Context: an optimization exercise on an open-source flow, tuned for small area, a short achievable clock period and few clock cycles. The choices shown serve that exercise and are no tape-out recipe. Function was checked by simulation only, so behaviour that the tests miss may differ from the original. Power figures rest on the tool's default switching activity, not on a simulated workload.

==> design.v <==
module frame_loader #(
    parameter int H_RES   = 640,
    parameter int V_RES   = 480,
    parameter int BPP     = 1,
    parameter int RAM_LAT = 1,
    parameter int ADDR_W  = 9,
    parameter int COORD_W = 11
) (
    input  logic           CLOCK_50,
    input  logic           reset_n,
    input  logic           start,
    input  logic           abort,
    input  logic           mirror,
    output logic           busy,
    output logic           done,
    output logic [ADDR_W-1:0]    read_addr,
    input  logic [H_RES*BPP-1:0] q,
    output logic [COORD_W-1:0]   pix_x,
    output logic [COORD_W-1:0]   pix_y,
    output logic [BPP-1:0]       pix_color,
    output logic                 pix_valid,
    input  logic                 pix_ready
);
    localparam int CW = 10;
    localparam int NC = 32;           
    localparam int NG = H_RES / NC;   
    localparam logic [CW-1:0]     X_LAST = H_RES - 1;
    localparam logic [ADDR_W-1:0] Y_LAST = V_RES - 1;
    localparam logic [CW-1:0]     PRE_FWD = '1;
    localparam logic [CW-1:0]     PRE_REV = H_RES;
    logic              busy_q, done_q, valid_q, wait_q, prime_q;
    logic [ADDR_W-1:0] y_q;
    logic              mirror_q, last_q, color_q;
    logic [CW-1:0]     x_q;
    logic [NG-1:0]     grp_q;     
    logic [3:0]        lo_q;      
    logic [7:0]        hi_q;      
    logic [4:0]        g_q;       
    logic hs, row_start, step, fill, mir;
    logic pix_d;
    assign hs        = valid_q && pix_ready;
    assign row_start = !busy_q || hs && last_q;    
    assign step      = prime_q || hs && !last_q;   
    assign fill      = step;                       
    assign mir       = busy_q ? mirror_q : mirror;
    logic [CW-1:0] x_next, x_next2, x_step;
    logic [CW-1:0] x_t, x_c1, x_c2;
    assign x_t = x_q ^ {CW{mirror_q}};
    always_comb begin
        x_c1[0] = 1'b1;
        x_c2[0] = 1'b0;
        x_c2[1] = 1'b1;
        for (int i = 1; i < CW; i++) x_c1[i] = x_c1[i-1] && x_t[i-1];
        for (int i = 2; i < CW; i++) x_c2[i] = x_c2[i-1] && x_t[i-1];
    end
    assign x_next  = x_q ^ x_c1;
    assign x_next2 = x_q ^ x_c2;
    logic [CW-1:0] x_d;
    logic          color_d;
    logic [CW-1:0] x_pre;
    assign x_pre = mir ? PRE_REV : PRE_FWD;
    for (genvar i = 0; i < CW; i++) begin : g_xmux
        fl_mux u_step (.s(step), .a(x_next[i]), .b(x_q[i]), .y(x_step[i]));
        fl_mux u_row (.s(row_start), .a(x_pre[i]), .b(x_step[i]), .y(x_d[i]));
    end
    logic color_n;
    assign color_n = prime_q ? (mirror_q ? q[H_RES-1] : q[0]) : pix_d;
    fl_mux u_cmux (.s(step), .a(color_n), .b(color_q), .y(color_d));
    logic [NC-1:0] csel;
    logic [NG-1:0] grp_d;
    always_comb
        for (int k = 0; k < NC; k++) csel[k] = lo_q[k % 4] && hi_q[k / 4];
    for (genvar j = 0; j < NG; j++) begin : g_grp
        logic [3:0] oct;
        for (genvar i = 0; i < 4; i++) begin : g_oct
            fl_oct u (.d(q[NC*j + 8*i +: 8]), .sel(csel[8*i +: 8]), .y(oct[i]));
        end
        logic [1:0] pair_n;
        fl_nor2 u_p0 (.a(oct[0]), .b(oct[1]), .y(pair_n[0]));
        fl_nor2 u_p1 (.a(oct[2]), .b(oct[3]), .y(pair_n[1]));
        fl_nand2 u_g (.a(pair_n[0]), .b(pair_n[1]), .y(grp_d[j]));
    end
    logic [NG-1:0] gsel;
    always_comb
        for (int j = 0; j < NG; j++) gsel[j] = g_q == 5'(j);
    assign pix_d = |(grp_q & gsel);
    always_ff @(posedge CLOCK_50 or negedge reset_n) begin
        if (!reset_n) begin
            busy_q  <= 1'b0;
            done_q  <= 1'b0;
            valid_q <= 1'b0;
            wait_q  <= 1'b0;
            prime_q <= 1'b0;
            y_q     <= '0;
        end else begin
            done_q <= 1'b0;
            if (!busy_q) begin
                if (start && !abort && !done_q) busy_q <= 1'b1;
                prime_q <= 1'b1;
            end else if (abort) begin
                busy_q  <= 1'b0;
                valid_q <= 1'b0;
                wait_q  <= 1'b0;
                prime_q <= 1'b0;
                y_q     <= '0;
            end else if (valid_q) begin
                if (pix_ready && last_q) begin
                    valid_q <= 1'b0;
                    if (y_q == Y_LAST) begin
                        busy_q <= 1'b0;
                        done_q <= 1'b1;
                        y_q    <= '0;
                    end else begin
                        wait_q <= 1'b1;
                        y_q    <= y_q + 1'b1;
                    end
                end
            end else if (wait_q) begin
                wait_q  <= 1'b0;
                prime_q <= 1'b1;
            end else if (prime_q) begin
                prime_q <= 1'b0;
                valid_q <= 1'b1;
            end
        end
    end
    always_ff @(posedge CLOCK_50) begin
        if (!busy_q) mirror_q <= mirror;
        if (row_start) begin
            last_q <= 1'b0;
            g_q    <= mir ? 5'(NG - 1) : 5'd0;
        end else if (step) begin
            last_q  <= x_q == (mirror_q ? 10'd1 : X_LAST - 1'b1);
            g_q     <= x_next2[9:5];
        end
        x_q     <= x_d;
        color_q <= color_d;
        if (row_start) begin
            lo_q <= mir ? 4'b0100 : 4'b0010;
            hi_q <= mir ? 8'h80 : 8'h01;
        end else if (fill) begin
            lo_q <= mirror_q ? {lo_q[0], lo_q[3:1]} : {lo_q[2:0], lo_q[3]};
            if (mirror_q ? lo_q[0] : lo_q[3])
                hi_q <= mirror_q ? {hi_q[0], hi_q[7:1]} : {hi_q[6:0], hi_q[7]};
        end
        if (fill) grp_q <= grp_d;
    end
    assign busy      = busy_q;
    assign done      = done_q;
    assign read_addr = y_q;
    assign pix_x     = {{(COORD_W-CW){1'b0}}, x_q};
    assign pix_y     = {{(COORD_W-ADDR_W){1'b0}}, y_q};
    assign pix_color = color_q;
    assign pix_valid = valid_q;
endmodule
module fl_nor2 (input logic a, b, output logic y);
    assign y = !(a || b);
endmodule
module fl_nand2 (input logic a, b, output logic y);
    assign y = !(a && b);
endmodule
module fl_oct (
    input  logic [7:0] d,
    input  logic [7:0] sel,
    output logic       y
);
    assign y = |(d & sel);
endmodule
module fl_mux (
    input  logic s,
    input  logic a,
    input  logic b,
    output logic y
);
    assign y = s ? a : b;
endmodule
==> flow/run.sh <==
#!/bin/bash
# The standard layout (standard.sh) with two changes to how it is made:
# every port is buffered by the smallest buffer, sky130_fd_sc_hd__buf_1,
# instead of the one buffer_ports picks; and the q pins are placed in bit
# order (flow/io.tcl) so that each 32-bit group of the colour select sits
# together on one edge.
set -euo pipefail
echo 'export BUFFER_PORTS_ARGS = -buffer_cell sky130_fd_sc_hd__buf_1' >> config.mk
echo "export IO_CONSTRAINTS = $PWD/flow/io.tcl" >> config.mk
if [[ -f flow/extra.mk ]]; then cat flow/extra.mk >> config.mk; fi
bash standard.sh > standard.log 2>&1
==> flow/io.tcl <==
# q pins in bit order, 160 to a side, so each 32-bit group of the colour
# select sits together on one edge
set sides {bottom right top left}
for {set s 0} {$s < 4} {incr s} {
  set names {}
  for {set i [expr {$s * 160}]} {$i < [expr {($s + 1) * 160}]} {incr i} {
    lappend names "q\[$i\]"
  }
  set_io_pin_constraint -region [lindex $sides $s]:* -pin_names $names -group -order
}
==> standard.sh <==
#!/bin/bash
# synth_recipe.tcl (not shown) runs the flow's synth.tcl, then flattens the netlist and writes it again
# the make line also repeats each setting of config.mk as NAME=value (left out here)
make -C /OpenROAD-flow-scripts/flow DESIGN_CONFIG=/design/flow/config.mk WORK_HOME=/design/flow/orfs CLKGATE_MAP_FILE= SYNTH_SCRIPT=/design/flow/synth_recipe.tcl "${@:-finish}"
==> config.mk <==
export PLATFORM = sky130hd
export DESIGN_NAME = frame_loader
export DESIGN_NICKNAME = frame_loader
export VERILOG_FILES = /design/flow/design.v
export SDC_FILE = /design/flow/constraint.sdc
export NUM_CORES = 4
export LEC_CHECK = 0
export CAP_MARGIN = 20
export CORE_AREA = 5 5 235 235
export DIE_AREA = 0 0 240 240
export SETUP_SLACK_MARGIN = 2.9
export SLEW_MARGIN = 20
export SYNTH_HIERARCHICAL = 1
export SYNTH_MINIMUM_KEEP_SIZE = 0
export TNS_END_PERCENT = 5
export BUFFER_PORTS_ARGS = -buffer_cell sky130_fd_sc_hd__buf_1
export IO_CONSTRAINTS = /design/flow/flow/io.tcl
==> constraint.sdc <==
create_clock -name core_clock -period 5.0 [get_ports {CLOCK_50}]
set_input_delay 1.0000 -clock core_clock [delete_from_list [all_inputs] [get_ports {CLOCK_50}]]
set_output_delay 1.0000 -clock core_clock [all_outputs]
set_load 0.01 [all_outputs]
==> metrics.md, run 1 <==
| Metric | Value |
|---|---|
| Clk slew on worst S/H paths | 0.06 ns |
| Met3 usage | 3.69% |
| Worst Path Arrival | 1.19 ns |
| Post-synth top area cell | a22oi_1 |
| Gr busiest metal | met2 |
| Worst Setup EP | read_addr[2] |
| Power per Cell Area | 287 nW/um2 |
| Total GRT Usage | 16.6% |
| CP Launch Type | register |
| Reg2reg path depth | 6 |
| Sum of buffers and inverters on the critical path | 1 |
| Reg2reg end | grp_q[5] |
| Critical Path, Cell by Cell | buf_1 |
| Area Overhead vs Synth | 57.0% |
| RSZ-0062 raised after global routing | yes |
| Status | complete, no violations |
| Rows | 84 |
| Sequential area share after synthesis | 25.5% |
| Most frequent cells in the layout | 674 x buf_1, 321 x a22oi_1, 82 x nand4_1, 60 x nor2_1, 37 x edfxtp_1 |
| H-tree lvl count | 3 |
| Minimum clock period | 2.19 ns |
| Hold Vio Cnt, Final | 0 |
| Starting Density | 12.9% |
| Drt wl/cell | 25.1 um |
| Num CTS Buffers | 9 |
| Setup slack, reg-to-reg | roughly 2.9 ns |
| Die X | 240 um |
| Worst hold path stage count | 1 |
| Yosys cell types | 56 |
| First-pass GRT wire length | 68,200 um |
| CTS sink cnt | 64 |
| Reg2reg start | lo_q[0] |
| EDFF count, synth | 37 |
| Area of the mapped netlist | 6750 um2 |
| DIE HEIGHT | 240 um |
| Vias in the first global route | 9,540 |
| Pin count of the biggest net entering global routing | 29 |
| Met2 Resource Use GR | 29.0% |
| Syn avg cell area | 8.61 um2 |
| Top FF cell, synth | edfxtp_1 |
| Worst-margin pin slew | 0.774 ns |
| DR pass1 iterations | 5 |
| Most area-consuming cells after synthesis | a22oi_1 36%, edfxtp_1 16%, nand4_1 7.6%, dfrtp_1 5.2%, mux2_4 4.7% |
| Leak | 3.20 nW |
| Final core occ | between 20% and 30% |
| Hold buffers post-CTS | 0 |
| HPWL Detailed | 34,700 um |
| Via count | 10,800 |
| Number of synthesis warnings | 7 |
| Levels on crit path | 1 |
| VDD IR max | 0.188 mV |
| Crit. End Element | output pin |
| Final GP Congestion | 0.803 |
| Grt ovf | 0 |
| Slowest cell on the critical path | dfrtp_1 |
| Critical path class | register to output pin |
| Post-Syn Instances | 784 |
| Cell family with most CP delay | flip-flops |
| Final setup violation count | 0 |
| Placed Area | 10,100 um2 |
| CTS tree | yes |
| Crit path launch | y_q[2] |
| Max transition margin | 48.4% |
| Max cap viols | 0 |
| Boundary pin count | a little under 700 |
| Core ar. | 52,400 um2 |
| Tcrit/Tclk final | ~44% |
| Most common cell after layout, fill and taps aside | buf_1 |
| Initial antenna violation count | 0 |
| Nets | 2,106 |
| Hold slack | between 0.4 and 0.5 ns |
| M1 GR Usage | 20.0% |
| DRT iter0 DRCs | 1,357 |
| Worst path max stage delay | 0.48 ns |
| Pins Over Slew Limit | 0 |
| CP Max Fanout | 6 |
| IO Port Bufs | 677 |
| Critical Path RT | 4.00 ns |
| Post-Route WL | ~54,000 um |
| Clock Tree Buf Depth | 2 |
| Clk_skew | roughly 0.0058 ns |
| Via density | around 5.0 |
| Peak Freq | 456 MHz |
| Share of layout cells above drive strength 1 | 7.04% |
| DRC violations left | 0 |
| Synth top area share | 35.7% |
| Worst skew pair latency | 0.33 ns |
| DIE AREA | 57,600 um2 |
| Finished layout cell area | 10,600 um2 |
| Share of synthesized registers carrying an async set or reset | a little over a fifth |
| Clk root buf | clkbuf_16 |
| FF+latch count, synth | 64 |
| Setup tns final | 0 ns |
| Post-route ant nets | 0 |
| Worst min-delay path class | register to register |
## per-module statistics from Yosys, one instance, submodules excluded
| module | area [um2] | copies in the design | cells | flops+latches |
|---|---|---|---|---|
| fl_nor2 | 3.75 | 40 | 1 | 0 |
| fl_mux | 15.0 | 21 | 1 | 0 |
| frame_loader | 3310 | 1 | 303 | 64 |
| fl_nand2 | 3.75 | 20 | 1 | 0 |
| fl_oct | 36.3 | 80 | 5 | 0 |
## per-layer routing
metal  vias to the layer above  routed length [um]
met5                         -                   0
met4                         0                2170
met3                       113                6160
met2                       890               26200
met1                      5098               19500
li1                       4694                   -
## flip-flops by register name (all words and copies together) (netlist names)
| name | count |
|---|---|
| prime_q | 1 |
| g_q | 5 |
| valid_q | 1 |
| mirror_q | 1 |
| lo_q | 4 |
| hi_q | 8 |
| grp_q | 20 |
| x_q | 10 |
| busy_q | 1 |
| wait_q | 1 |
| y_q | 9 |
| last_q | 1 |
| color_q | 1 |
| done_q | 1 |
## cell families (layout without fill, tap and decap cells)
kind of cell,Yosys count,count (layout),share of synthesized area [%]
flops,64,64,25.5
compound gates,369,370,40.3
fa+ha+maj,1,1,0.185
simple gates,255,255,20.4
xor+xnor,18,18,2.33
buf+inv,34,710,2.76
other cells,2,6,0.111
mux,41,41,8.39
## synthesized netlist by cell type, types with 2 or more instances
cell,count
xnor2_1,10
o21a_1,2
o31ai_1,3
mux4_2,4
or4_1,3
a31oi_1,4
buf_2,2
inv_1,6
o32ai_1,2
a22oi_1,321
nor2_1,60
a41oi_1,2
nand3_1,7
xor2_1,8
or3_1,4
and3_1,3
and2_1,36
nand2_1,33
nand3b_1,2
a21oi_1,15
dfxtp_1,13
nand4_1,82
dfrtp_1,14
edfxtp_1,37
clkbuf_1,10
nor3_1,3
mux2_4,21
nand2b_1,7
o21ai_0,5
mux2i_1,15
a31o_2,2
a32oi_1,2
o21ai_1,6
nor4_1,3
nor2b_1,3
conb_1,2
buf_4,13
## cell type report
cell class              instances  area [um2]
well taps                     688         861
flip-flops and latches         64        1730
fillers                      5950       41800
multi-input cells             690        4990
diodes                          1        2.50
repair buffers                687        2640
clock inverters                 5        85.1
clock buffers                  11         264
inverters                       7        31.3
## what timing repair did
action | in CTS | in global routing
setup endpoints to repair | 54 | 54
pin swaps | 2 | 2
buffers inserted | 0 | 6
gates resized for setup | 38 | 7
gates cloned | 1 | 0
hold endpoints to repair | 0 | 0
## worst min path at each step
stage | from | slack [ns] | to
floorplan | wait_q | 0.52 | wait_q
global placement | color_q | 0.48 | color_q
detailed placement | color_q | 0.48 | color_q
CTS | color_q | 0.49 | color_q
global route | color_q | 0.52 | color_q
finish | color_q | 0.49 | color_q
## stage by stage
| stage | total power [mW] | setup WS [ns] | std cells |
|---|---|---|---|
| 5_1_grt | 3.17 | 2.80 | 2152 |
| 6_report | 3.04 | 2.81 | 2153 |
| 3_3_place_gp | 2.24 | 2.42 | 2129 |
| 3_5_place_dp | 2.25 | 2.39 | 2129 |
| 4_1_cts | 3.00 | 2.82 | 2146 |
| 2_1_floorplan | 1.52 | 2.85 | 787 |
## power by group
part | internal, mW | switching, mW
sequential | 0.693 | 0.150
combinational | 0.560 | 0.920
clock | 0.483 | 0.236
Testbench counts, summed over its fixed seeds: cycles 4,930,576.
==> run 2, diff against run 1 <==
--- a/config.mk
+++ b/config.mk
@@ -8,10 +8,10 @@
 export CAP_MARGIN = 20
 export CORE_AREA = 5 5 235 235
 export DIE_AREA = 0 0 240 240
-export SETUP_SLACK_MARGIN = 2.9
+export SETUP_SLACK_MARGIN = 2.8
 export SLEW_MARGIN = 20
 export SYNTH_HIERARCHICAL = 1
 export SYNTH_MINIMUM_KEEP_SIZE = 0
-export TNS_END_PERCENT = 5
+export TNS_END_PERCENT = 25
 export BUFFER_PORTS_ARGS = -buffer_cell sky130_fd_sc_hd__buf_1
 export IO_CONSTRAINTS = /design/flow/flow/io.tcl
==> run 2 against run 1 <==
Still clean on timing, DRC and antenna. Non-clock buffer count shrank 5. Combinational power is essentially flat. Synthesized cell count unchanged. Routed wire length shrank 0.46%. Area after synthesis stayed put. Clock-buffer cell count is the same. Critical path depth did not move. Final cell count fell by 0.33%. Largest power group unchanged.
==> metrics.md, run 2 <==
| Metric | Value |
|---|---|
| Worst-margin pin slew | between 0.7 and 0.8 ns |
| Rows | 84 |
| Post-Synth Adder-Cell Area | 0.185% |
| Syn avg cell area | 8.61 um2 |
| Max cap viols | 0 |
| Critical Path RT | 4.00 ns |
| Max transition margin | ~47% |
| Worst Slack Setup Final | 2.78 ns |
| Drt wl/cell | 25.1 um |
| Sum of buffers and inverters on the critical path | 1 |
| Slowest cell on the critical path | dfrtp_1 |
| CTS tree | yes |
| Worst min-delay path class | register to register |
| Share of synthesized registers carrying an async set or reset | 21.9% |
| Worst Path Arrival | 1.22 ns |
| Critical path class | register to output pin |
| Peak Freq | 450 MHz |
| Met2 Resource Use GR | 29.1% |
| Number of synthesis warnings | 7 |
| Switch Pwr | around 1.3 mW |
| Pins Over Slew Limit | 0 |
| Core ar. | approximately 52,000 um2 |
| Vias in the first global route | 9,552 |
| IO Port Bufs | 677 |
| Gate power share | 48.4% |
| Post-synthesis xor/xnor area fraction | 2.33% |
| # diodes | 0 |
| DIE AREA | 57,600 um2 |
| FF+latch count, synth | 64 |
| Most area-consuming cells after synthesis | a22oi_1 36%, edfxtp_1 16%, nand4_1 7.6%, dfrtp_1 5.2%, mux2_4 4.7% |
| Reg with most FFs | grp_q |
| P_int | 1.73 mW |
| Via density | 5.01 |
| Leak | roughly 3.2 nW |
| Sequential area share after synthesis | 25.5% |
| VDD IR max | 0.184 mV |
| CP Max Fanout | 5 |
| DIE HEIGHT | between 200 and 250 um |
| Clock power frac | 23.8% |
| Grt ovf | 0 |
| HPWL Detailed | 34,700 um |
| Post-synth top area cell | a22oi_1 |
| Final setup violation count | 0 |
| Hold buffers post-CTS | 0 |
| CP Launch Type | register |
| M1 GR Usage | 19.9% |
| Clk root buf | clkbuf_16 |
| Share of layout cells above drive strength 1 | 6.31% |
| H-tree lvl count | 3 |
| Pin count of the biggest net entering global routing | 32 |
| Hold Vio Cnt, Final | 0 |
| Via count | 10,800 |
| Multiplexer area fraction after synthesis | 8.39% |
| Most numerous cell in the Yosys netlist | a22oi_1 |
| Largest family of logic cells by synthesized area | compound AO/OA/AOI/OAI gates |
| Placement-stage worst setup slack | 2.39 ns |
| Gr busiest metal | met2 |
| Nets | 2,100 |
| Yosys cell types | 56 |
| Post-Route WL | 53,800 um |
| Worst skew pair latency | 0.33 ns |
| Met3 usage | under 10% |
| Area Overhead vs Synth | 56.1% |
| Die X | 240 um |
| Most frequent cells in the layout | 677 x buf_1, 321 x a22oi_1, 82 x nand4_1, 60 x nor2_1, 37 x edfxtp_1 |
| Synth top area share | 35.7% |
| DR pass1 iterations | 6 |
| Top cells by count, synth | 321 x a22oi_1, 82 x nand4_1, 60 x nor2_1 |
| Minimum clock period | 2.22 ns |
| Total GRT Usage | 16.6% |
| Area of the mapped netlist | 6750 um2 |
| Synth Area in Compound Gates | a little over 40% |
| Status | complete, no violations |
| Initial antenna violation count | 0 |
| Most common cell after layout, fill and taps aside | buf_1 |
| DRT iter0 DRCs | 1,345 |
| Clk slew on worst S/H paths | ~0.06 ns |
| Crit. End Element | output pin |
| Final GP Congestion | between 0.8 and 0.9 |
| Clk_skew | 0.00888 ns |
| Switching share of power | 42.9% |
| Power per Cell Area | about 290 nW/um2 |
| EDFF count, synth | 37 |
| Sequential Power Share | 27.9% |
| Post-route ant nets | 0 |
| Tcrit/Tclk final | 44.5% |
| DRC violations left | 0 |
| Clock Tree Buf Depth | 2 |
| Starting Density | 12.9% |
| RSZ-0062 raised after global routing | yes |
| Critical Path, Cell by Cell | buf_1 |
| Setup tns final | 0 ns |
| CTS sink cnt | 64 |
| Boundary pin count | 681 |
| Post-Syn Instances | 784 |
| Worst path max stage delay | 0.45 ns |
| Top FF cell, synth | edfxtp_1 |
| Biggest regs | grp_q: 20 flops, x_q: 10 flops, y_q: 9 flops |
| First-pass GRT wire length | about 68,000 um |
| Cell family with most CP delay | flip-flops |
| Post-synthesis simple-gate area fraction | 20.4% |
| Num CTS Buffers | 9 |
| Largest register FFs | 20 |
-- run 2: cell counts after synthesis --
No cell type changed its count.
-- run 2: worst register-to-register path: stages, from the launching register on --
cell and delay (ns):
dfxtp_1 0.32, buf_6 0.25, nand2b_1 0.22, o32ai_4 0.42
o211ai_1 0.18, xnor2_1 0.16, mux2_4 0.26, mux2_4 0.26
-- run 2: power by group through the flow --
stage,Sequential (mW),Combinational (mW),Clock (mW)
2_1_floorplan,0.781,0.743,0
3_3_place_gp,0.840,1.40,0
3_5_place_dp,0.845,1.40,0
4_1_cts,0.841,1.43,0.724
5_1_grt,0.862,1.54,0.748
6_report,0.843,1.46,0.718
-- run 2: cell type report --
cell class                 count  area (um2)
fill                        5957       41900
inverter                       7        28.8
tap                          688         861
clock inverter                 5        85.1
clock buffer                  11         264
sequential                    64        1720
multi-input combinational    689        4980
timing repair buffer         682        2590
-- run 2: cells by family after synthesis --
logic type | count (synthesis)
compound gates | 369
xor+xnor | 18
other cells | 2
flops | 64
buf+inv | 34
fa+ha+maj | 1
mux | 41
simple gates | 255
-- run 2: path summary, 6_finish.rpt --
check,from,endpoint,slack [ns],depth (start not counted)
worst min-delay path,color_q,color_q,0.49,1
worst min register to register,color_q,color_q,0.49,1
worst max-delay path,y_q[1],read_addr[1],2.78,1
min in group asynchronous,reset_n,valid_q,0.73,1
max in group asynchronous,reset_n,busy_q,3.73,1
worst max register to register,mirror_q,x_q[9],2.81,7
-- run 2: routing by layer --
| layer | share of wire, % | up-vias |
|---|---|---|
| met4 | 3.7 | 0 |
| met5 | 0 | - |
| li1 | - | 4684 |
| met1 | 36 | 5089 |
| met2 | 49 | 877 |
| met3 | 11 | 104 |
-- run 2: timing repair --
action | 4_1_cts | 5_1_grt
buffers inserted | 0 | 1
resized for setup | 35 | 3
pin swaps | 0 | 1
setup endpoints to repair | 28 | 26
-- run 2: stage by stage --
step	hold WS (ns)	std cells	area (um2)	power [mW]	util [%]
after floorplan	0.517	787	6790	1.52	-
after global placement	0.477	2129	10100	2.24	19.2
after detailed placement	0.480	2129	10100	2.25	19.2
after CTS	0.492	2145	10500	2.99	20.0
after global routing	0.517	2146	10500	3.15	20.1
final	0.494	2146	10500	3.02	20.1
-- run 2: per-module statistics from Yosys (local to each module, per instance) --
module        cells inside  copies in the design
frame_loader           303                     1
fl_nor2                  1                    40
fl_mux                   1                    21
fl_oct                   5                    80
fl_nand2                 1                    20
==> run 3, diff against run 2 <==
--- a/config.mk
+++ b/config.mk
@@ -8,7 +8,7 @@
 export CAP_MARGIN = 20
 export CORE_AREA = 5 5 235 235
 export DIE_AREA = 0 0 240 240
-export SETUP_SLACK_MARGIN = 2.8
+export SETUP_SLACK_MARGIN = 3.25
 export SLEW_MARGIN = 20
 export SYNTH_HIERARCHICAL = 1
 export SYNTH_MINIMUM_KEEP_SIZE = 0
==> run 3 against run 2 <==
Critical path type unchanged. Still clean. Area after synthesis stayed put. Largest power group unchanged. Total power is 19% higher. Synthesized cell count stayed put. Critical path depth stayed put.
==> metrics.md, run 3 <==
| Metric | Value |
|---|---|
| Status | complete, no violations |
| Post-route ant nets | 0 |
| DIE HEIGHT | 240 um |
| Num CTS Buffers | 9 |
| Most numerous cell in the Yosys netlist | a22oi_1 |
| Worst-margin pin slew | between 0.8 and 0.9 ns |
| Hold_sp | done_q |
| Final GP Congestion | between 0.7 and 0.8 |
| Critical path class | register to output pin |
| Placed Cells incl. Taps | 2,127 |
| Nets | 2,237 |
| Setup tns final | 0 ns |
| Clk_skew | between 0.009 and 0.01 ns |
| RSZ-0062 raised after global routing | yes |
| Top cells by count, synth | 321 x a22oi_1, 82 x nand4_1, 60 x nor2_1 |
| Final setup violation count | 0 |
| Sum of buffers and inverters on the critical path | 1 |
| CTS sink cnt | 64 |
| Max cap viols | 0 |
| Share of layout cells above drive strength 1 | 19.8% |
| IO Port Bufs | between 600 and 700 |
| Worst path max stage delay | 0.47 ns |
| Finished Layout Cells | around 2,300 |
| Hold Vio Cnt, Final | 0 |
| Boundary pin count | around 680 |
| Top FF cell, synth | edfxtp_1 |
| Hold buffers post-CTS | 0 |
| Area of the mapped netlist | 6750 um2 |
| DR pass1 iterations | 7 |
| Clock Tree Buf Depth | 2 |
| Reg2reg start | x_q[4] |
| Via count | 12,300 |
| Syn avg cell area | 8.61 um2 |
| H-tree lvl count | 3 |
| VDD IR max | 0.217 mV |
| Most common cell after layout, fill and taps aside | buf_1 |
| Levels on crit path | 1 |
| Leak | 3.86 nW |
| Yosys cell types | between 50 and 60 |
| Pins Over Slew Limit | 0 |
| Register Area | 1760 um2 |
| Multi-input combinational cell area | 6020 um2 |
| DIE AREA | approximately 58,000 um2 |
| Sequential area share after synthesis | 25.5% |
| Slowest cell on the critical path | dfxtp_1 |
| Tcrit/Tclk final | between 40% and 50% |
| Worst min-delay path class | register to register |
| HPWL Detailed | 34,700 um |
| Cell family with most CP delay | flip-flops |
| Worst Path Arrival | 1.01 ns |
| Rows | 84 |
| Biggest regs | grp_q: 20 flops, x_q: 10 flops, y_q: 9 flops |
| Post-synth top area cell | a22oi_1 |
| EDFF count, synth | 37 |
| Initial antenna violation count | 11 |
| DRT iter0 DRCs | 1,450 |
| Core ar. | 52,400 um2 |
| Area Overhead vs Synth | 78.4% |
| Peak Freq | 498 MHz |
| DRC violations left | 0 |
| First-pass GRT wire length | 67,400 um |
| Critical Path RT | 4.00 ns |
| Critical Path, Cell by Cell | buf_1 |
| CP Launch Type | register |
| Power per Cell Area | 298 nW/um2 |
| Worst skew pair latency | 0.34 ns |
| Crit path launch | color_q |
| Post-Route WL | between 80,000 and 90,000 um |
| Die X | approximately 240 um |
| Filler cells | 5,869 |
| Minimum clock period | 2.01 ns |
| FF+latch count, synth | 64 |
| Max transition margin | 44.8% |
| Total GRT Usage | between 10% and 20% |
| Worst hold path stage count | 2 |
| CTS tree | yes |
| Clk root buf | clkbuf_16 |
| Grt ovf | 0 |
| Vias in the first global route | 9,827 |
| Reg2reg path depth | 6 |
| Most area-consuming cells after synthesis | a22oi_1 36%, edfxtp_1 16%, nand4_1 7.6%, dfrtp_1 5.2%, mux2_4 4.7% |
| Most frequent cells in the layout | 661 x buf_1, 290 x a22oi_1, 112 x and2_4, 82 x nand4_1, 53 x nor2_1 |
| Post-Syn Instances | 784 |
| Pin count of the biggest net entering global routing | 28 |
| Reg with most FFs | grp_q |
| Via density | 5.39 |
| Share of synthesized registers carrying an async set or reset | 21.9% |
| Starting Density | between 10% and 20% |
| Synth top area share | 35.7% |
| Number of synthesis warnings | 7 |
| Crit. End Element | output pin |
| Clk slew on worst S/H paths | 0.05 ns |
| CP Max Fanout | 2 |
| Design Power | 3.59 mW |
| Drt wl/cell | roughly 38 um |
| Largest register FFs | 20 |
==> run 3: worst paths after layout <==
check / endpoint / slack, ns
hold reg to reg: busy_q / 0.54
max in group asynchronous: busy_q / 3.66
hold / removal: busy_q / 0.54
setup reg to reg: x_q[9] / 3.03
min in group asynchronous: prime_q / 0.73
setup / recovery: pix_color[0] / 2.99
==> run 3: layout make-up <==
type | instances | area share, %
multi-input combinational | 777 | 49.9
sequential | 64 | 14.6
timing repair buffer | 731 | 25.8
clock inverter | 1 | 0.0415
clock buffer | 15 | 2.06
tap | 688 | 7.15
antenna | 5 | 0.104
inverter | 7 | 0.280
==> run 3: modules after synthesis (local to each module, per instance) <==
module / cells / copies in the design / cell area, um2 / flops+latches
fl_nor2: 1 / 40 / 3.75 / 0
fl_nand2: 1 / 20 / 3.75 / 0
fl_oct: 5 / 80 / 36.3 / 0
fl_mux: 1 / 21 / 15.0 / 0
frame_loader: 303 / 1 / 3310 / 64
==> run 3: layer usage <==
layer / track usage [%] / share of wire, % / vias up
li1: - / - / 5069
met1: 19.4 / 37 / 5875
met2: 28.1 / 44 / 1133
met3: 3.91 / 12 / 235
met4: 6.33 / 6.1 / 12
met5: 0 / 0.26 / -
==> run 3: cells by family after synthesis <==
kind of cell	count (synthesis)	synth area share [%]
mux	41	8.39
simple gates	255	20.4
buf+inv	34	2.76
compound gates	369	40.3
other cells	2	0.111
flops	64	25.5
fa+ha+maj	1	0.185
xor+xnor	18	2.33
==> run 3: per-stage QoR <==
step | area [um2] | utilization (%) | hold WS, ns | worst slack [ns]
floorplan | 6860 | - | 0.517 | 2.90
global placement | 10100 | 19.3 | 0.538 | 2.47
detailed placement | 10100 | 19.3 | 0.531 | 2.45
CTS | 10700 | 20.4 | 0.535 | 3.05
global route | 12000 | 22.9 | 0.568 | 3.00
finish | 12000 | 23.0 | 0.539 | 2.99
==> run 3: power by group <==
group | switching (mW) | total [mW] | internal (mW)
clock | 0.220 | 0.555 | 0.335
sequential | 0.0982 | 0.798 | 0.700
combinational | 1.45 | 2.24 | 0.785
==> run 3: repair_timing <==
item | 4_1_cts | 5_1_grt
pin swaps | 10 | 56
setup endpoints to repair | 127 | 91
gates resized for setup | 87 | 153
buffers inserted | 16 | 35
gates cloned | 2 | 87
==> run 4, diff against run 3 <==
--- a/config.mk
+++ b/config.mk
@@ -8,7 +8,7 @@
 export CAP_MARGIN = 20
 export CORE_AREA = 5 5 235 235
 export DIE_AREA = 0 0 240 240
-export SETUP_SLACK_MARGIN = 3.25
+export SETUP_SLACK_MARGIN = 3.1
 export SLEW_MARGIN = 20
 export SYNTH_HIERARCHICAL = 1
 export SYNTH_MINIMUM_KEEP_SIZE = 0
==> run 4 against run 3 <==
Die area unchanged. Synthesized cell count unchanged. Critical path depth is 5 higher. Worst hold slack better by 0.021 ns. Core utilization down 1.5 points. Final area decreased by 6.6%. Combinational power down 19%. Area after synthesis unchanged. First-iteration DRC count rose by 3.9%. Largest cell class unchanged. Still clean. Total power shrank 11%. Highest routed layer unchanged.
==> metrics.md, run 4 <==
| Metric | Value |
|---|---|
| Num CTS Buffers | 9 |
| Area Overhead vs Synth | 66.7% |
| Final setup violation count | 0 |
| Via density | 5.29 |
| CP Launch Type | register |
| Core ar. | 52,400 um2 |
| Post-Route WL | around 70,000 um |
| Crit. End Element | register |
| Top FF cell, synth | edfxtp_1 |
| Max cap viols | 0 |
| Critical path class | register to register |
| Reg2reg end | x_q[9] |
| Worst hold path stage count | 2 |
| First-pass GRT wire length | 83,000 um |
| Clk_skew | 0.00717 ns |
| Reg with most FFs | grp_q |
| Clock Tree Buf Depth | 2 |
| Status | complete, no violations |
| H-tree lvl count | 3 |
| Endpoint, Worst Hold | busy_q |
| Reg2reg start | x_q[4] |
| Power per Cell Area | 285 nW/um2 |
| CTS tree | yes |
| Most common cell after layout, fill and taps aside | buf_1 |
| Biggest regs | grp_q: 20 flops, x_q: 10 flops, y_q: 9 flops |
| Hold Vio Cnt, Final | 0 |
| Synth top area share | between 30% and 40% |
| Max transition margin | 46.8% |
| Final GP Congestion | approximately 0.83 |
| Most area-consuming cells after synthesis | a22oi_1 36%, edfxtp_1 16%, nand4_1 7.6%, dfrtp_1 5.2%, mux2_4 4.7% |
| Total GRT Usage | between 20% and 30% |
| RSZ-0062 raised after global routing | yes |
| Number of synthesis warnings | 7 |
| Post-route ant nets | 0 |
| Sequential area share after synthesis | 25.5% |
| Die X | 240 um |
| DRT iter0 DRCs | 1,506 |
| Critical Path, Cell by Cell | or2_4 > o32ai_4 > o211ai_1 > xnor2_1 > mux2_4 > mux2_4 |
| Critical Path RT | around 5.2 ns |
| IO Port Bufs | 677 |
| Worst Path Arrival | 2.25 ns |
| Setup slack, reg-to-reg | 2.97 ns |
| Yosys cell types | 56 |
| Drt wl/cell | around 31 um |
| Post-synth top area cell | a22oi_1 |
| Initial antenna violation count | 9 |
| Clk root buf | clkbuf_16 |
| Rows | 84 |
| Final core occ | 21.5% |
| Most frequent CP cell | mux2_4 |
| Post-Syn Instances | 784 |
| Crit path launch | x_q[4] |
| Clk slew on worst S/H paths | 0.06 ns |
| EDFF count, synth | 37 |
| Area of the mapped netlist | ~6800 um2 |
| HPWL Detailed | 34,500 um |
| Worst min-delay path class | register to register |
| DR pass1 iterations | 6 |
| Worst path max stage delay | 0.38 ns |
| FF+latch count, synth | 64 |
| Leak | 3.53 nW |
| Slowest cell on the critical path | o32ai_4 |
| Starting Density | roughly an eighth |
| Vias in the first global route | 10,300 |
| Worst-margin pin slew | 0.799 ns |
| Pin count of the biggest net entering global routing | 28 |
| Boundary pin count | 681 |
| CTS sink cnt | 64 |
| Most frequent cells in the layout | 667 x buf_1, 321 x a22oi_1, 82 x nand4_1, 58 x nor2_1, 56 x and2_4 |
| Share of layout cells above drive strength 1 | 13.3% |
| Hold_sp | done_q |
| Nets | 2,173 |
| Setup tns final | 0 ns |
| Syn avg cell area | 8.61 um2 |
| Most numerous cell in the Yosys netlist | a22oi_1 |
| Via count | 11,800 |
| Minimum clock period | slightly above 2 ns |
| Worst skew pair latency | about 0.33 ns |
| Tcrit/Tclk final | 40.6% |
| Reg2reg path depth | 6 |
| DIE AREA | ~58,000 um2 |
| Largest register FFs | 20 |
| DIE HEIGHT | about 240 um |
| Share of synthesized registers carrying an async set or reset | 21.9% |
| CP Max Fanout | 6 |
| Pins Over Slew Limit | 0 |
| Top cells by count, synth | 321 x a22oi_1, 82 x nand4_1, 60 x nor2_1 |
| DRC violations left | 0 |
| Grt ovf | 0 |
| Peak Freq | 493 MHz |
| VDD IR max | 0.215 mV |
## run 4: cell counts after synthesis
Identical to the previous run, type by type.
## run 4: per-layer routing
metal / wire length, um / GRT usage, % / vias to the layer above
met5: 34 / 0 / -
met4: 2950 / 8.13 / 4
met3: 9150 / 8.06 / 191
met2: 32500 / 35.7 / 1080
met1: 24100 / 24.2 / 5616
li1: - / - / 4877
## run 4: worst max-delay path by stage
stage,to,slack (ns)
final,x_q[9],2.97
after global routing,x_q[9],2.92
after CTS,y_q[7],2.97
after detailed placement,x_q[0],2.47
after global placement,x_q[8],2.49
after floorplan,x_q[3],2.90
## run 4: critical path, delay by kind of cell (launching register included)
family,cells,cell delay (ns)
multiplexers,2,0.54
XOR/XNOR,1,0.18
AO/OA/AOI/OAI,2,0.57
AND/OR/NAND/NOR,1,0.26
flip-flops,1,0.36
## run 4: modules after synthesis (local to each module, per instance)
module        times used  area (um2)  cells inside  flip-flops and latches
fl_nor2               40        3.75             1                       0
frame_loader           1        3310           303                      64
fl_mux                21        15.0             1                       0
fl_nand2              20        3.75             1                       0
fl_oct                80        36.3             5                       0
## run 4: cells by family after synthesis
family,share of synthesized area [%]
other,0.111
buffers and inverters,2.76
xor gates and xnor gates,2.33
AOI/OAI and AO/OA,40.3
adders and majority gates,0.185
DFF,25.5
muxes,8.39
and+or+nand+nor,20.4
## run 4: final cells by class
class	instances	area, um2
tap	688	861
multi-input combinational	717	5300
sequential	64	1760
fill	5908	41200
antenna	7	17.5
timing repair buffer	727	3010
clock buffer	11	243
clock inverter	5	32.5
inverter	7	33.8
## run 4: what timing repair did
| item | in CTS | in global routing |
|---|---|---|
| resized for setup | 67 | 54 |
| buffers inserted | 35 | 13 |
| setup endpoints to repair | 89 | 91 |
| hold buffers | 0 | 0 |
| gates cloned | 26 | 3 |
| pin swaps | 26 | 8 |
## run 4: metrics by stage
step / cells / total power [mW] / hold slack (ns) / setup slack [ns] / area [um2]
after global placement: 2126 / 2.21 / 0.542 / 2.49 / 10100
after global routing: 2219 / 3.31 / 0.581 / 2.92 / 11200
after CTS: 2203 / 3.08 / 0.557 / 2.97 / 11000
final: 2226 / 3.20 / 0.560 / 2.97 / 11300
after floorplan: 787 / 1.53 / 0.517 / 2.90 / 6860
after detailed placement: 2126 / 2.22 / 0.554 / 2.47 / 10100
## run 4: power by group
group	switching (mW)	internal (mW)
clock	0.235	0.347
sequential	0.111	0.699
combinational	1.15	0.664
==> run 5, diff against run 4 <==
--- a/config.mk
+++ b/config.mk
@@ -8,7 +8,7 @@
 export CAP_MARGIN = 20
 export CORE_AREA = 5 5 235 235
 export DIE_AREA = 0 0 240 240
-export SETUP_SLACK_MARGIN = 3.1
+export SETUP_SLACK_MARGIN = 3.0
 export SLEW_MARGIN = 20
 export SYNTH_HIERARCHICAL = 1
 export SYNTH_MINIMUM_KEEP_SIZE = 0
==> run 5 against run 4 <==
Register-to-register slack barely moved. Fmax fell by 2.8%. Final cell count decreased by 2.4%. Worst hold slack worse by 0.045 ns. Highest routed layer unchanged.
==> metrics.md, run 5 <==
| Metric | Value |
|---|---|
| Starting Density | 12.9% |
| Cell family with most CP delay | flip-flops |
| Most common cell after layout, fill and taps aside | buf_1 |
| Die X | 240 um |
| Critical Path RT | 4.00 ns |
| Design Power | 3.00 mW |
| Critical Path, Cell by Cell | clkbuf_2 |
| CP Max Fanout | 6 |
| HPWL Detailed | between 30,000 and 40,000 um |
| Most numerous cell in the Yosys netlist | a22oi_1 |
| Boundary pin count | between 600 and 700 |
| Power per Cell Area | 278 nW/um2 |
| Critical path class | register to output pin |
| RSZ-0062 raised after global routing | yes |
| CTS sink cnt | 64 |
| DRC violations left | 0 |
| Share of layout cells above drive strength 1 | 8.96% |
| Area Overhead vs Synth | 59.3% |
| Top cells by count, synth | 321 x a22oi_1, 82 x nand4_1, 60 x nor2_1 |
| Pin count of the biggest net entering global routing | 29 |
| DR pass1 iterations | 5 |
| Biggest regs | grp_q: 20 flops, x_q: 10 flops, y_q: 9 flops |
| Most area-consuming cells after synthesis | a22oi_1 36%, edfxtp_1 16%, nand4_1 7.6%, dfrtp_1 5.2%, mux2_4 4.7% |
| Clock Tree Buf Depth | 2 |
| Final GP Congestion | between 0.8 and 0.9 |
| Reg2reg start | hi_q[6] |
| Clk_skew | 0.00703 ns |
| Reg2reg end | grp_q[9] |
| Setup slack, reg-to-reg | 2.96 ns |
| Via count | 11,000 |
| CTS tree | yes |
| Total GRT Usage | 16.9% |
| Hold Vio Cnt, Final | 0 |
| Worst skew pair latency | 0.33 ns |
| Clk root buf | clkbuf_16 |
| Synth top area share | 35.7% |
| Met3 usage | 4.29% |
| Minimum clock period | 2.09 ns |
| Area of the mapped netlist | 6750 um2 |
| Max transition margin | 48.5% |
| Status | complete, no violations |
| Initial antenna violation count | 2 |
| Post-synth top area cell | a22oi_1 |
| EDFF count, synth | 37 |
| FF+latch count, synth | 64 |
| Rows | 84 |
| DIE HEIGHT | approximately 240 um |
| Grt ovf | 0 |
| Pins Over Slew Limit | 0 |
| Post-Route WL | 55,300 um |
| Core ar. | between 50,000 and 60,000 um2 |
| Reg with most FFs | grp_q |
| Largest register FFs | 20 |
| DIE AREA | 57,600 um2 |
| Num CTS Buffers | 9 |
| Number of synthesis warnings | 7 |
| Hold_sp | color_q |
| Setup tns final | 0 ns |
| Leak | approximately 3.3 nW |
| Worst hold path stage count | 1 |
| Worst path max stage delay | ~0.48 ns |
| Max cap viols | 0 |
| Hold buffers post-CTS | 0 |
| # diodes | 0 |
| DRT iter0 DRCs | 1,214 |
| CP Launch Type | register |
| Reg2reg path depth | 6 |
| Gr busiest metal | met2 |
| Via density | 5.05 |
| Post-route ant nets | 0 |
| Most frequent cells in the layout | 674 x buf_1, 321 x a22oi_1, 82 x nand4_1, 60 x nor2_1, 37 x edfxtp_1 |
| Met2 Resource Use GR | between 20 and 30% |
| M1 GR Usage | 19.9% |
| Drt wl/cell | 25.5 um |
| Peak Freq | roughly 480 MHz |
| Sum of buffers and inverters on the critical path | 1 |
| Clk slew on worst S/H paths | 0.05 ns |
| Worst min-delay path class | register to register |
| Nets | approximately 2,100 |
| IO Port Bufs | 677 |
| Worst Path Arrival | 1.09 ns |
| VDD IR max | between 0.15 and 0.2 mV |
| Crit. End Element | output pin |
| Worst-margin pin slew | 0.773 ns |
| Top FF cell, synth | edfxtp_1 |
| Sequential area share after synthesis | 25.5% |
| First-pass GRT wire length | 69,500 um |
| Final setup violation count | 0 |
| Tcrit/Tclk final | 41.7% |
| Syn avg cell area | 8.61 um2 |
| Slowest cell on the critical path | dfrtp_1 |
| Endpoint, Worst Hold | color_q |
| Yosys cell types | 56 |
| H-tree lvl count | 3 |
| Vias in the first global route | just under 10,000 |
| Share of synthesized registers carrying an async set or reset | 21.9% |
| Post-Syn Instances | 784 |
-- run 5: cell counts after synthesis --
Identical to the previous run, type by type.
-- run 5: kinds of logic after synthesis --
logic type / share of synthesized area [%]
buffers and inverters: 2.76
and+or+nand+nor: 20.4
other: 0.111
muxes: 8.39
adders and majority gates: 0.185
xor gates and xnor gates: 2.33
DFF: 25.5
AOI/OAI and AO/OA: 40.3
-- run 5: worst max path at each step --
stage / cells after the start / endpoint / slack [ns] / start
floorplan: 3 / x_q[3] / 2.90 / pix_ready
global placement: 4 / x_q[5] / 2.50 / pix_ready
detailed placement: 4 / x_q[5] / 2.48 / pix_ready
CTS: 1 / read_addr[3] / 2.87 / y_q[3]
global route: 6 / grp_q[4] / 2.88 / lo_q[0]
finish: 1 / read_addr[3] / 2.91 / y_q[3]
-- run 5: final cells by class --
cell class	instances	area [um2]
Inverter	7	31.3
Clock inverter	4	45.0
Clock buffer	12	246
Multi-Input combinational cell	691	5020
Fill cell	5957	41700
Tap cell	688	861
Sequential cell	64	1750
Timing Repair Buffer	706	2810
-- run 5: per-layer routing --
metal,part of all wire [%],vias up
li1,-,4750
met3,11,143
met2,48,906
met1,36,5176
met4,4.4,2
met5,0.024,-
-- run 5: Yosys stat by module, one instance, submodules excluded --
module | cells | copies in the design
fl_oct | 5 | 80
fl_mux | 1 | 21
fl_nand2 | 1 | 20
fl_nor2 | 1 | 40
frame_loader | 303 | 1
-- run 5: power breakdown --
part | switching (mW) | internal [mW] | total [mW]
clock network | 0.221 | 0.397 | 0.618
logic | 0.936 | 0.598 | 1.53
registers | 0.145 | 0.699 | 0.844
-- run 5: repair_timing --
action | CTS | global route
gates resized for setup | 45 | 17
endpoints found under the hold margin | 0 | 0
gates cloned | 1 | 2
setup buffers | 11 | 11
endpoints found under the setup margin | 68 | 59
pin swaps | 3 | 2
-- run 5: through the flow --
step           instance area (um2)  utilization, %  hold WS [ns]  setup slack (ns)  std cells
3_3_place_gp                 10100            19.3         0.481              2.50       2131
2_1_floorplan                 6830               -         0.517              2.90        787
5_1_grt                      10800            20.5         0.541              2.88       2172
6_report                     10800            20.5         0.515              2.91       2172
4_1_cts                      10600            20.2         0.520              2.87       2159
3_5_place_dp                 10100            19.3         0.509              2.48       2131
==> run 6, diff against run 5 <==
--- a/config.mk
+++ b/config.mk
@@ -8,6 +8,7 @@
 export CAP_MARGIN = 20
 export CORE_AREA = 5 5 235 235
 export DIE_AREA = 0 0 240 240
+export PLACE_DENSITY = 0.4
 export SETUP_SLACK_MARGIN = 3.0
 export SLEW_MARGIN = 20
 export SYNTH_HIERARCHICAL = 1
==> run 6 against run 5 <==
Final area up 1.3%. Routed wire length up 20%. Via count up 2.5%. Largest power group unchanged.
==> metrics.md, run 6 <==
| Metric | Value |
|---|---|
| Status | complete, no violations |
| Final GP Congestion | 0.789 |
| Top cells by count, synth | 321 x a22oi_1, 82 x nand4_1, 60 x nor2_1 |
| Sum of buffers and inverters on the critical path | 1 |
| Rows | 84 |
| Finished layout cell area | 10,900 um2 |
| Synth top area share | 35.7% |
| Slowest cell on the critical path | or4_1 |
| Biggest regs | grp_q: 20 flops, x_q: 10 flops, y_q: 9 flops |
| DIE AREA | roughly 58,000 um2 |
| Grt ovf | 0 |
| IO Port Bufs | between 600 and 700 |
| DRC violations left | 0 |
| DRT iter0 DRCs | 1,173 |
| Die X | 240 um |
| CTS tree | yes |
| DR pass1 iterations | 6 |
| Worst path max stage delay | 0.53 ns |
| Peak Freq | slightly below 500 MHz |
| Hold buffers post-CTS | 0 |
| Tcrit/Tclk final | about two fifths |
| Max cap viols | 0 |
| Post-Syn Instances | 784 |
| Worst-margin pin slew | 0.836 ns |
| Pins Over Slew Limit | 0 |
| Worst Path Arrival | 2.31 ns |
| Nets | 2,142 |
| WL met2 | ~31,000 um |
| Top FF cell, synth | edfxtp_1 |
| Total GRT Usage | between 10% and 20% |
| Reg with most FFs | grp_q |
| Core ar. | ~52,000 um2 |
| Drt wl/cell | 30.4 um |
| Area of the mapped netlist | 6750 um2 |
| Number of synthesis warnings | 7 |
| Share of layout cells above drive strength 1 | roughly a tenth |
| Initial antenna violation count | 2 |
| First-pass GRT wire length | 72,800 um |
| Placed Area | 10,100 um2 |
| Power per Cell Area | 287 nW/um2 |
| Share of synthesized registers carrying an async set or reset | 21.9% |
| H-tree lvl count | 3 |
| CTS sink cnt | 64 |
| Minimum clock period | 2.05 ns |
| Worst min-delay path class | register to register |
| Post-Route WL | 66,500 um |
| Critical Path, Cell by Cell | buf_2 > a31o_2 > nand2_1 > or4_1 > a21oi_1 |
| Num CTS Buffers | 9 |
| Cell family with most CP delay | simple AND/OR/NAND/NOR gates |
| Post-synth top area cell | a22oi_1 |
| Yosys cell types | 56 |
| Largest register FFs | 20 |
| Leak | 3.36 nW |
| Clk slew on worst S/H paths | 0.05 ns |
| RSZ-0062 raised after global routing | yes |
| Clk_skew | 0.00675 ns |
| Pin count of the biggest net entering global routing | 29 |
| Max transition margin | about 44% |
| Max layer used | met4 |
| Design Power | between 3 and 4 mW |
| DRT met1 WL | 26,000 um |
| Vias in the first global route | 10,500 |
| Area Overhead vs Synth | 61.4% |
| Critical Path RT | 5.26 ns |
| FF+latch count, synth | 64 |
| Via density | ~5.1 |
| VDD IR max | 0.159 mV |
| Critical path class | input pin to register |
| HPWL Detailed | 37,800 um |
| Hold Vio Cnt, Final | 0 |
| Boundary pin count | 681 |
| Via count | between 10,000 and 15,000 |
| CP Max Fanout | 7 |
| Crit. End Element | register |
| Worst skew pair latency | about 0.34 ns |
| Starting Density | about an eighth |
| EDFF count, synth | 37 |
| Most area-consuming cells after synthesis | a22oi_1 36%, edfxtp_1 16%, nand4_1 7.6%, dfrtp_1 5.2%, mux2_4 4.7% |
| Most frequent cells in the layout | 667 x buf_1, 321 x a22oi_1, 82 x nand4_1, 60 x nor2_1, 37 x edfxtp_1 |
| DIE HEIGHT | 240 um |
| Most numerous cell in the Yosys netlist | a22oi_1 |
| Metal3 WL | roughly 6700 um |
| Post-route ant nets | 0 |
| Most common cell after layout, fill and taps aside | buf_1 |
| CP Launch Type | input pin |
| Clock Tree Buf Depth | 2 |
| Final setup violation count | 0 |
| Syn avg cell area | 8.61 um2 |
| Sequential area share after synthesis | roughly 25% |
| Clk root buf | clkbuf_16 |
| Setup tns final | 0 ns |
run 6: cell count changes in the layout (fill, tap and decap cells not counted), moves of 2 or more:
cell      before  now
dfxtp_2        4    7
nand2_1       31   33
and2_2         5   20
dfxtp_1        6    3
clkinv_2       3    1
diode_2        0    2
buf_1        674  667
nand2_2        2    0
buf_2          2    5
and2_4        29   32
run 6: repair_timing:
action / in CTS / in global routing
setup endpoints to repair: 71 / 49
pin swaps: 2 / 27
gates resized for setup: 53 / 25
buffers inserted: 3 / 21
cloned: 1 / 20
run 6: per-stage QoR:
| step | setup WS [ns] | hold WS [ns] | std cells | util [%] |
|---|---|---|---|---|
| finish | 2.95 | 0.585 | 2190 | 20.8 |
| CTS | 2.87 | 0.588 | 2147 | 20.0 |
| detailed placement | 2.44 | 0.568 | 2127 | 19.3 |
| global placement | 2.44 | 0.607 | 2127 | 19.3 |
| global route | 2.89 | 0.625 | 2188 | 20.8 |
| floorplan | 2.90 | 0.517 | 787 | - |
run 6: worst paths after layout:
check	start	to	slack (ns)	cells past startpoint
max in group asynchronous	reset_n	busy_q	3.65	1
hold reg to reg	done_q	busy_q	0.59	2
setup reg to reg	hi_q[4]	grp_q[18]	3.01	6
setup / recovery	pix_ready	y_q[7]	2.95	5
hold / removal	done_q	busy_q	0.59	2
min in group asynchronous	reset_n	valid_q	0.74	1
run 6: kinds of logic after synthesis:
| logic type | synth area share, % |
|---|---|
| multiplexers | 8.39 |
| flip-flops | 25.5 |
| AND/OR/NAND/NOR | 20.4 |
| buffers and inverters | 2.76 |
| other | 0.111 |
| AO/OA/AOI/OAI | 40.3 |
| adder cells (fa/ha/maj) | 0.185 |
| XOR/XNOR | 2.33 |
run 6: power by group:
group          leakage (nW)  internal [mW]  total, mW  switching [mW]
registers             0.646          0.699      0.827           0.128
clock network         0.134          0.384      0.617           0.233
logic                  2.58          0.625       1.68            1.06
run 6: final cells by class:
class / count / area [um2]
diodes: 2 / 5.00
clock buffers: 12 / 236
clock inverters: 4 / 46.3
fillers: 5976 / 41500
inverters: 7 / 31.3
multi-input cells: 709 / 5140
flip-flops and latches: 64 / 1750
well taps: 688 / 861
repair buffers: 704 / 2820
run 6: routing by layer:
metal / vias to the layer above / GRT usage, %
met5: - / 0
met4: 0 / 7.50
met3: 143 / 3.13
met2: 896 / 30.1
met1: 5421 / 21.5
li1: 4792 / -
run 6: Yosys stat by module (local to each module, per instance):
| module | cells inside | flops+latches |
|---|---|---|
| fl_oct | 5 | 0 |
| frame_loader | 303 | 64 |
| fl_nand2 | 1 | 0 |
| fl_mux | 1 | 0 |
| fl_nor2 | 1 | 0 |
run 6: tightest hold or removal path, cell delays in order, from the launching register on:
cell and delay [ns]:
dfrtp_1 0.35, or3b_2 0.13, a21oi_1 0.07
==> run 7, diff against run 6 <==
--- a/config.mk
+++ b/config.mk
@@ -8,7 +8,7 @@
 export CAP_MARGIN = 20
 export CORE_AREA = 5 5 235 235
 export DIE_AREA = 0 0 240 240
-export PLACE_DENSITY = 0.4
+export PLACE_DENSITY = 0.8
 export SETUP_SLACK_MARGIN = 3.0
 export SLEW_MARGIN = 20
 export SYNTH_HIERARCHICAL = 1
==> run 7 against run 6 <==
Area after synthesis is the same. Clock-buffer cell count fell by 2. Routed wire length shrank 16%. Synthesized cell count did not move. Final cell count fell by 1.1%. Sequential power increased by 2%. First-iteration DRC count rose by 20%. Critical path depth decreased by 4. Setup slack worse by 0.021 ns. Critical endpoint is now pix_y[7]. Largest power group unchanged.
==> metrics.md, run 7 <==
| Metric | Value |
|---|---|
| Hold slack | around 0.5 ns |
| Status | complete, no violations |
| Starting Density | between 10% and 20% |
| Yosys cell types | 56 |
| Sequential Power Share | between 20 and 30% |
| EDFF count, synth | 37 |
| Peak Freq | 482 MHz |
| RSZ-0062 raised after global routing | yes |
| Design Power | 2.99 mW |
| Reg with most FFs | grp_q |
| Number of synthesis warnings | 7 |
| DRT iter0 DRCs | 1,405 |
| Minimum clock period | 2.07 ns |
| Met2 Resource Use GR | approximately 29% |
| Reg2reg path depth | 4 |
| Tcrit/Tclk final | 41.5% |
| Hold buffers post-CTS | 0 |
| Rows | 84 |
| Worst hold path stage count | 1 |
| Biggest regs | grp_q: 20 flops, x_q: 10 flops, y_q: 9 flops |
| Leak | 3.27 nW |
| Clk slew on worst S/H paths | 0.06 ns |
| Sum of buffers and inverters on the critical path | 1 |
| DR pass1 iterations | 6 |
| Worst skew pair latency | 0.33 ns |
| Slowest cell on the critical path | dfrtp_1 |
| Crit. End Element | output pin |
| Clock Tree Buf Depth | 2 |
| Area Overhead vs Synth | 58.8% |
| Clk root buf | clkbuf_16 |
| Total GRT Usage | between 10% and 20% |
| H-tree lvl count | 3 |
| Final GP Congestion | 0.820 |
| Sequential area share after synthesis | between 20 and 30% |
| DIE HEIGHT | between 200 and 250 um |
| Multi-input combinational cell area | 5030 um2 |
| Placed Area | about 10,000 um2 |
| P_int | 1.65 mW |
| M1 GR Usage | a little under a fifth |
| Post-route ant nets | 0 |
| Top FF cell, synth | edfxtp_1 |
| Top cells by count, synth | 321 x a22oi_1, 82 x nand4_1, 60 x nor2_1 |
| Reg2reg end | g_q[4] |
| Critical Path RT | around 4.0 ns |
| Core ar. | 52,400 um2 |
| HPWL Detailed | about 35,000 um |
| Boundary pin count | 681 |
| Drt wl/cell | 25.8 um |
| Final setup violation count | 0 |
| Area of the mapped netlist | 6750 um2 |
| Setup slack, reg-to-reg | 2.95 ns |
| Most numerous cell in the Yosys netlist | a22oi_1 |
| CTS tree | yes |
| Switch Pwr | 1.35 mW |
| CP Max Fanout | 5 |
| CP Launch Type | register |
| DRC violations left | 0 |
| Largest register FFs | 20 |
| Clock power frac | approximately 20% |
| Share of layout cells above drive strength 1 | 9.48% |
| Share of synthesized registers carrying an async set or reset | 21.9% |
| Max cap viols | 0 |
| Finished layout cell area | roughly 11,000 um2 |
| Nets | 2,119 |
| Worst min-delay path class | register to register |
| Most area-consuming cells after synthesis | a22oi_1 36%, edfxtp_1 16%, nand4_1 7.6%, dfrtp_1 5.2%, mux2_4 4.7% |
| Post-synth top area cell | a22oi_1 |
| Critical path class | register to output pin |
| DIE AREA | 57,600 um2 |
| Most frequent cells in the layout | 668 x buf_1, 321 x a22oi_1, 82 x nand4_1, 60 x nor2_1, 37 x edfxtp_1 |
| VDD IR max | 0.200 mV |
| Setup tns final | 0 ns |
| Hold_sp | color_q |
| First-pass GRT wire length | 69,600 um |
| Most common cell after layout, fill and taps aside | buf_1 |
| Worst-margin pin slew | ~0.76 ns |
| Pins Over Slew Limit | 0 |
| Gr busiest metal | met2 |
| Power per Cell Area | 279 nW/um2 |
| Post-Route WL | 55,800 um |
| Via count | 11,300 |
| Reg2reg start | x_q[5] |
| Post-Syn Instances | 784 |
| Critical Path, Cell by Cell | clkbuf_2 |
| Max transition margin | around half |
| Die X | 240 um |
| Syn avg cell area | about 8.6 um2 |
| Worst path max stage delay | roughly 0.48 ns |
| Filler cells | just under 6,000 |
| IO Port Bufs | 677 |
| Synth top area share | around 36% |
| Initial antenna violation count | 0 |
| Via density | 5.23 |
| Pin count of the biggest net entering global routing | 29 |
| CTS sink cnt | 64 |
| Worst Path Arrival | 1.07 ns |
| Vias in the first global route | 9,998 |
| Met3 usage | 6.94% |
| Grt ovf | 0 |
| Gate power share | 51.7% |
| Register Area | 1750 um2 |
| Clk_skew | 0.00639 ns |
| Switching share of power | a little under half |
| Cell family with most CP delay | flip-flops |
| # diodes | 0 |
| Endpoint, Worst Hold | color_q |
| FF+latch count, synth | 64 |
| Hold Vio Cnt, Final | 0 |
| Num CTS Buffers | 9 |
run 7: final cells by class:
| type | instances | area share [%] |
|---|---|---|
| multi-input cells | 690 | 46.9 |
| repair buffers | 700 | 25.8 |
| well taps | 688 | 8.03 |
| inverters | 7 | 0.292 |
| clock buffers | 10 | 2.33 |
| flip-flops and latches | 64 | 16.3 |
| clock inverters | 6 | 0.362 |
run 7: Yosys stat by module (local to each module, per instance):
module | cells inside | times used
frame_loader | 303 | 1
fl_oct | 5 | 80
fl_mux | 1 | 21
fl_nand2 | 1 | 20
fl_nor2 | 1 | 40
run 7: routing by layer:
layer	routed length, um	vias to the layer above
met5	14	-
met4	2820	2
met3	7890	194
met2	26300	1069
met1	18800	5327
li1	-	4725
run 7: how the worst max path moves through the flow:
| stage | start | to | slack (ns) | cells after the start |
|---|---|---|---|---|
| after floorplan | pix_ready | x_q[3] | 2.90 | 3 |
| after global placement | mirror | g_q[4] | 2.52 | 5 |
| after detailed placement | mirror | lo_q[2] | 2.51 | 5 |
| after CTS | y_q[6] | pix_y[6] | 2.88 | 1 |
| after global routing | lo_q[0] | grp_q[4] | 2.90 | 5 |
| final | y_q[7] | pix_y[7] | 2.93 | 1 |
run 7: stage by stage:
stage                     cells  util (%)  setup slack [ns]
after floorplan             787         -              2.90
after global placement     2127      19.3              2.52
after detailed placement   2127      19.3              2.51
after CTS                  2152      20.1              2.88
after global routing       2165      20.5              2.90
final                      2165      20.5              2.93
run 7: cells by family (layout without fill, tap and decap cells):
logic type	Yosys count	count (layout)	share of synthesized area, %
compound gates	369	370	40.3
simple gates	255	255	20.4
flops	64	64	25.5
mux	41	41	8.39
buf+inv	34	723	2.76
xor+xnor	18	18	2.33
other cells	2	5	0.111
fa+ha+maj	1	1	0.185
run 7: power by group through the flow:
stage | clock network (mW) | registers [mW] | logic (mW)
floorplan | 0 | 0.781 | 0.749
global placement | 0 | 0.840 | 1.38
detailed placement | 0 | 0.845 | 1.40
CTS | 0.603 | 0.835 | 1.45
global route | 0.632 | 0.853 | 1.62
finish | 0.606 | 0.841 | 1.55
run 7: what timing repair did:
item | CTS | global route
resized for setup | 55 | 28
buffers inserted | 8 | 12
pin swaps | 4 | 2
endpoints found under the setup margin | 80 | 57
cloned | 1 | 1
==> run 8, diff against run 7 <==
--- a/config.mk
+++ b/config.mk
@@ -8,6 +8,7 @@
 export CAP_MARGIN = 20
 export CORE_AREA = 5 5 235 235
 export DIE_AREA = 0 0 240 240
+export GPL_ROUTABILITY_DRIVEN = 0
 export PLACE_DENSITY = 0.8
 export SETUP_SLACK_MARGIN = 3.0
 export SLEW_MARGIN = 20
==> run 8 against run 7 <==
Combinational power is essentially flat. Flip-flop and latch count is the same. Final area is the same. Die area is the same. First-iteration DRC count is the same. Critical path type unchanged. Largest power group unchanged.
==> metrics.md, run 8 <==
| Metric | Value |
|---|---|
| Status | complete, no violations |
| Placed Area | between 10,000 and 15,000 um2 |
| Peak Freq | just under 500 MHz |
| DR pass1 iterations | 6 |
| CTS tree | yes |
| DRT iter0 DRCs | 1,405 |
| Syn avg cell area | around 8.6 um2 |
| Via density | 5.23 |
| Boundary pin count | 681 |
| P_int | 1.65 mW |
| Area of the mapped netlist | 6750 um2 |
| Tcrit/Tclk final | 41.5% |
| DRC violations left | 0 |
| Levels on crit path | 1 |
| Pins Over Slew Limit | 0 |
| Core ar. | between 50,000 and 60,000 um2 |
| Finished layout cell area | 10,700 um2 |
| Reg with most FFs | grp_q |
| Area Overhead vs Synth | 58.8% |
| Minimum clock period | just over 2 ns |
| Post-route ant nets | 0 |
| Die X | 240 um |
| Starting Density | 12.9% |
| CP Max Fanout | 5 |
| RSZ-0062 raised after global routing | yes |
| Post-Route WL | 55,800 um |
| Worst skew pair latency | 0.33 ns |
| Initial antenna violation count | 0 |
| Critical Path RT | 4.00 ns |
| Worst path max stage delay | 0.48 ns |
| Worst Path Arrival | 1.07 ns |
| Rows | 84 |
| Share of synthesized registers carrying an async set or reset | 21.9% |
| Synth top area share | 35.7% |
| Critical path class | register to output pin |
| Setup slack, reg-to-reg | 2.95 ns |
| Clock power frac | 20.3% |
| Biggest regs | grp_q: 20 flops, x_q: 10 flops, y_q: 9 flops |
| Clock Tree Buf Depth | 2 |
| Sum of buffers and inverters on the critical path | 1 |
| CTS sink cnt | 64 |
| Clk root buf | clkbuf_16 |
| Switch Pwr | about 1.3 mW |
| Reg2reg start | x_q[5] |
| Gate power share | 51.7% |
| H-tree lvl count | 3 |
| Worst hold path stage count | 1 |
| Post-Syn Instances | 784 |
| Reg2reg end | g_q[4] |
| Clk_skew | 0.00639 ns |
| Setup tns final | 0 ns |
| Sequential Power Share | 28.1% |
| Share of layout cells above drive strength 1 | 9.48% |
| Yosys cell types | 56 |
| # diodes | 0 |
| Vias in the first global route | approximately 10,000 |
| Sequential area share after synthesis | 25.5% |
| Most numerous cell in the Yosys netlist | a22oi_1 |
| Post-synth top area cell | a22oi_1 |
| Worst Slack Setup Final | a little under 3 ns |
| Worst min-delay path class | register to register |
| Multi-input combinational cell area | around 5000 um2 |
| First-pass GRT wire length | 69,600 um |
| Design Power | 2.99 mW |
| Hold Vio Cnt, Final | 0 |
| Worst-margin pin slew | 0.757 ns |
| Leak | 3.27 nW |
| Clk slew on worst S/H paths | 0.06 ns |
| Hold slack | roughly 0.5 ns |
| Total GRT Usage | 17.0% |
| Critical Path, Cell by Cell | clkbuf_2 |
| Grt ovf | 0 |
| Drt wl/cell | ~26 um |
| Max cap viols | 0 |
| Register Area | ~1800 um2 |
| Crit path launch | y_q[7] |
| Most area-consuming cells after synthesis | a22oi_1 36%, edfxtp_1 16%, nand4_1 7.6%, dfrtp_1 5.2%, mux2_4 4.7% |
| Via count | ~11,000 |
| DIE HEIGHT | 240 um |
| Switching share of power | ~45% |
| Slowest cell on the critical path | dfrtp_1 |
| EDFF count, synth | 37 |
| Worst Setup EP | pix_y[7] |
| Final setup violation count | 0 |
| VDD IR max | between 0.2 and 0.25 mV |
| Placed Cells incl. Taps | 2,127 |
| FF+latch count, synth | 64 |
| CP Launch Type | register |
| Final core occ | around 20% |
| Most common cell after layout, fill and taps aside | buf_1 |
| Filler cells | 5,794 |
| Top FF cell, synth | edfxtp_1 |
| Nets | 2,119 |
| DIE AREA | 57,600 um2 |
| Finished Layout Cells | ~2,200 |
| Largest register FFs | 20 |
| Max transition margin | 49.5% |
| Top cells by count, synth | 321 x a22oi_1, 82 x nand4_1, 60 x nor2_1 |
| Cell family with most CP delay | flip-flops |
| Placement-stage worst setup slack | ~2.5 ns |
| Reg2reg path depth | 4 |
| Number of synthesis warnings | 7 |
| Pin count of the biggest net entering global routing | 29 |
| Num CTS Buffers | 9 |
| Power per Cell Area | between 200 and 300 nW/um2 |
| Crit. End Element | output pin |
| HPWL Detailed | 35,100 um |
| Most frequent cells in the layout | 668 x buf_1, 321 x a22oi_1, 82 x nand4_1, 60 x nor2_1, 37 x edfxtp_1 |
| IO Port Bufs | 677 |
## run 8: cell counts in the layout (fill, tap and decap cells not counted)
Identical to the previous run, type by type.
## run 8: kinds of logic after synthesis
family	after synthesis	share of synthesized area [%]
buffers and inverters	34	2.76
AOI/OAI and AO/OA	369	40.3
adders and majority gates	1	0.185
and+or+nand+nor	255	20.4
muxes	41	8.39
xor gates and xnor gates	18	2.33
other	2	0.111
DFF	64	25.5
## run 8: what timing repair did
action / in CTS / in global routing
gates cloned: 1 / 1
pin swaps: 4 / 2
hold buffers: 0 / 0
gates resized for setup: 55 / 28
setup buffers: 8 / 12
setup endpoints to repair: 80 / 57
## run 8: worst min-delay path by stage
stage             from      end
6_report       color_q  color_q
5_1_grt        color_q  color_q
2_1_floorplan   wait_q   wait_q
4_1_cts        color_q  color_q
3_3_place_gp   color_q  color_q
3_5_place_dp   color_q  color_q
## run 8: final cells by class
class	count	share of cell area, %
sequential	64	16.3
multi-input combinational	690	46.9
clock inverter	6	0.362
tap	688	8.03
inverter	7	0.292
clock buffer	10	2.33
timing repair buffer	700	25.8
## run 8: Yosys stat by module, one instance, submodules excluded
module,cells inside,area (um2),times used,flip-flops and latches
fl_mux,1,15.0,21,0
fl_nand2,1,3.75,20,0
fl_nor2,1,3.75,40,0
fl_oct,5,36.3,80,0
frame_loader,303,3310,1,64
## run 8: per-layer routing
metal / part of all wire, % / global-route usage (%) / wire length, um
met5: 0.025 / 0 / 14
met4: 5.0 / 7.53 / 2820
met3: 14 / 6.94 / 7890
met2: 47 / 28.5 / 26300
met1: 34 / 19.0 / 18800
## run 8: power by group through the flow
| stage | logic, mW | registers [mW] | clock network (mW) |
|---|---|---|---|
| 6_report | 1.55 | 0.841 | 0.606 |
| 5_1_grt | 1.62 | 0.853 | 0.632 |
| 4_1_cts | 1.45 | 0.835 | 0.603 |
| 3_5_place_dp | 1.40 | 0.845 | 0 |
| 3_3_place_gp | 1.38 | 0.840 | 0 |
| 2_1_floorplan | 0.749 | 0.781 | 0 |

Setup slack of run 8, layout unchanged: 2.926 ns with ideal ports, 2.872 ns with driving cells assumed (clock clkbuf_16, inputs buf_2), 2.580 ns with port delays also shifted by the 0.384 ns mid clock arrival.
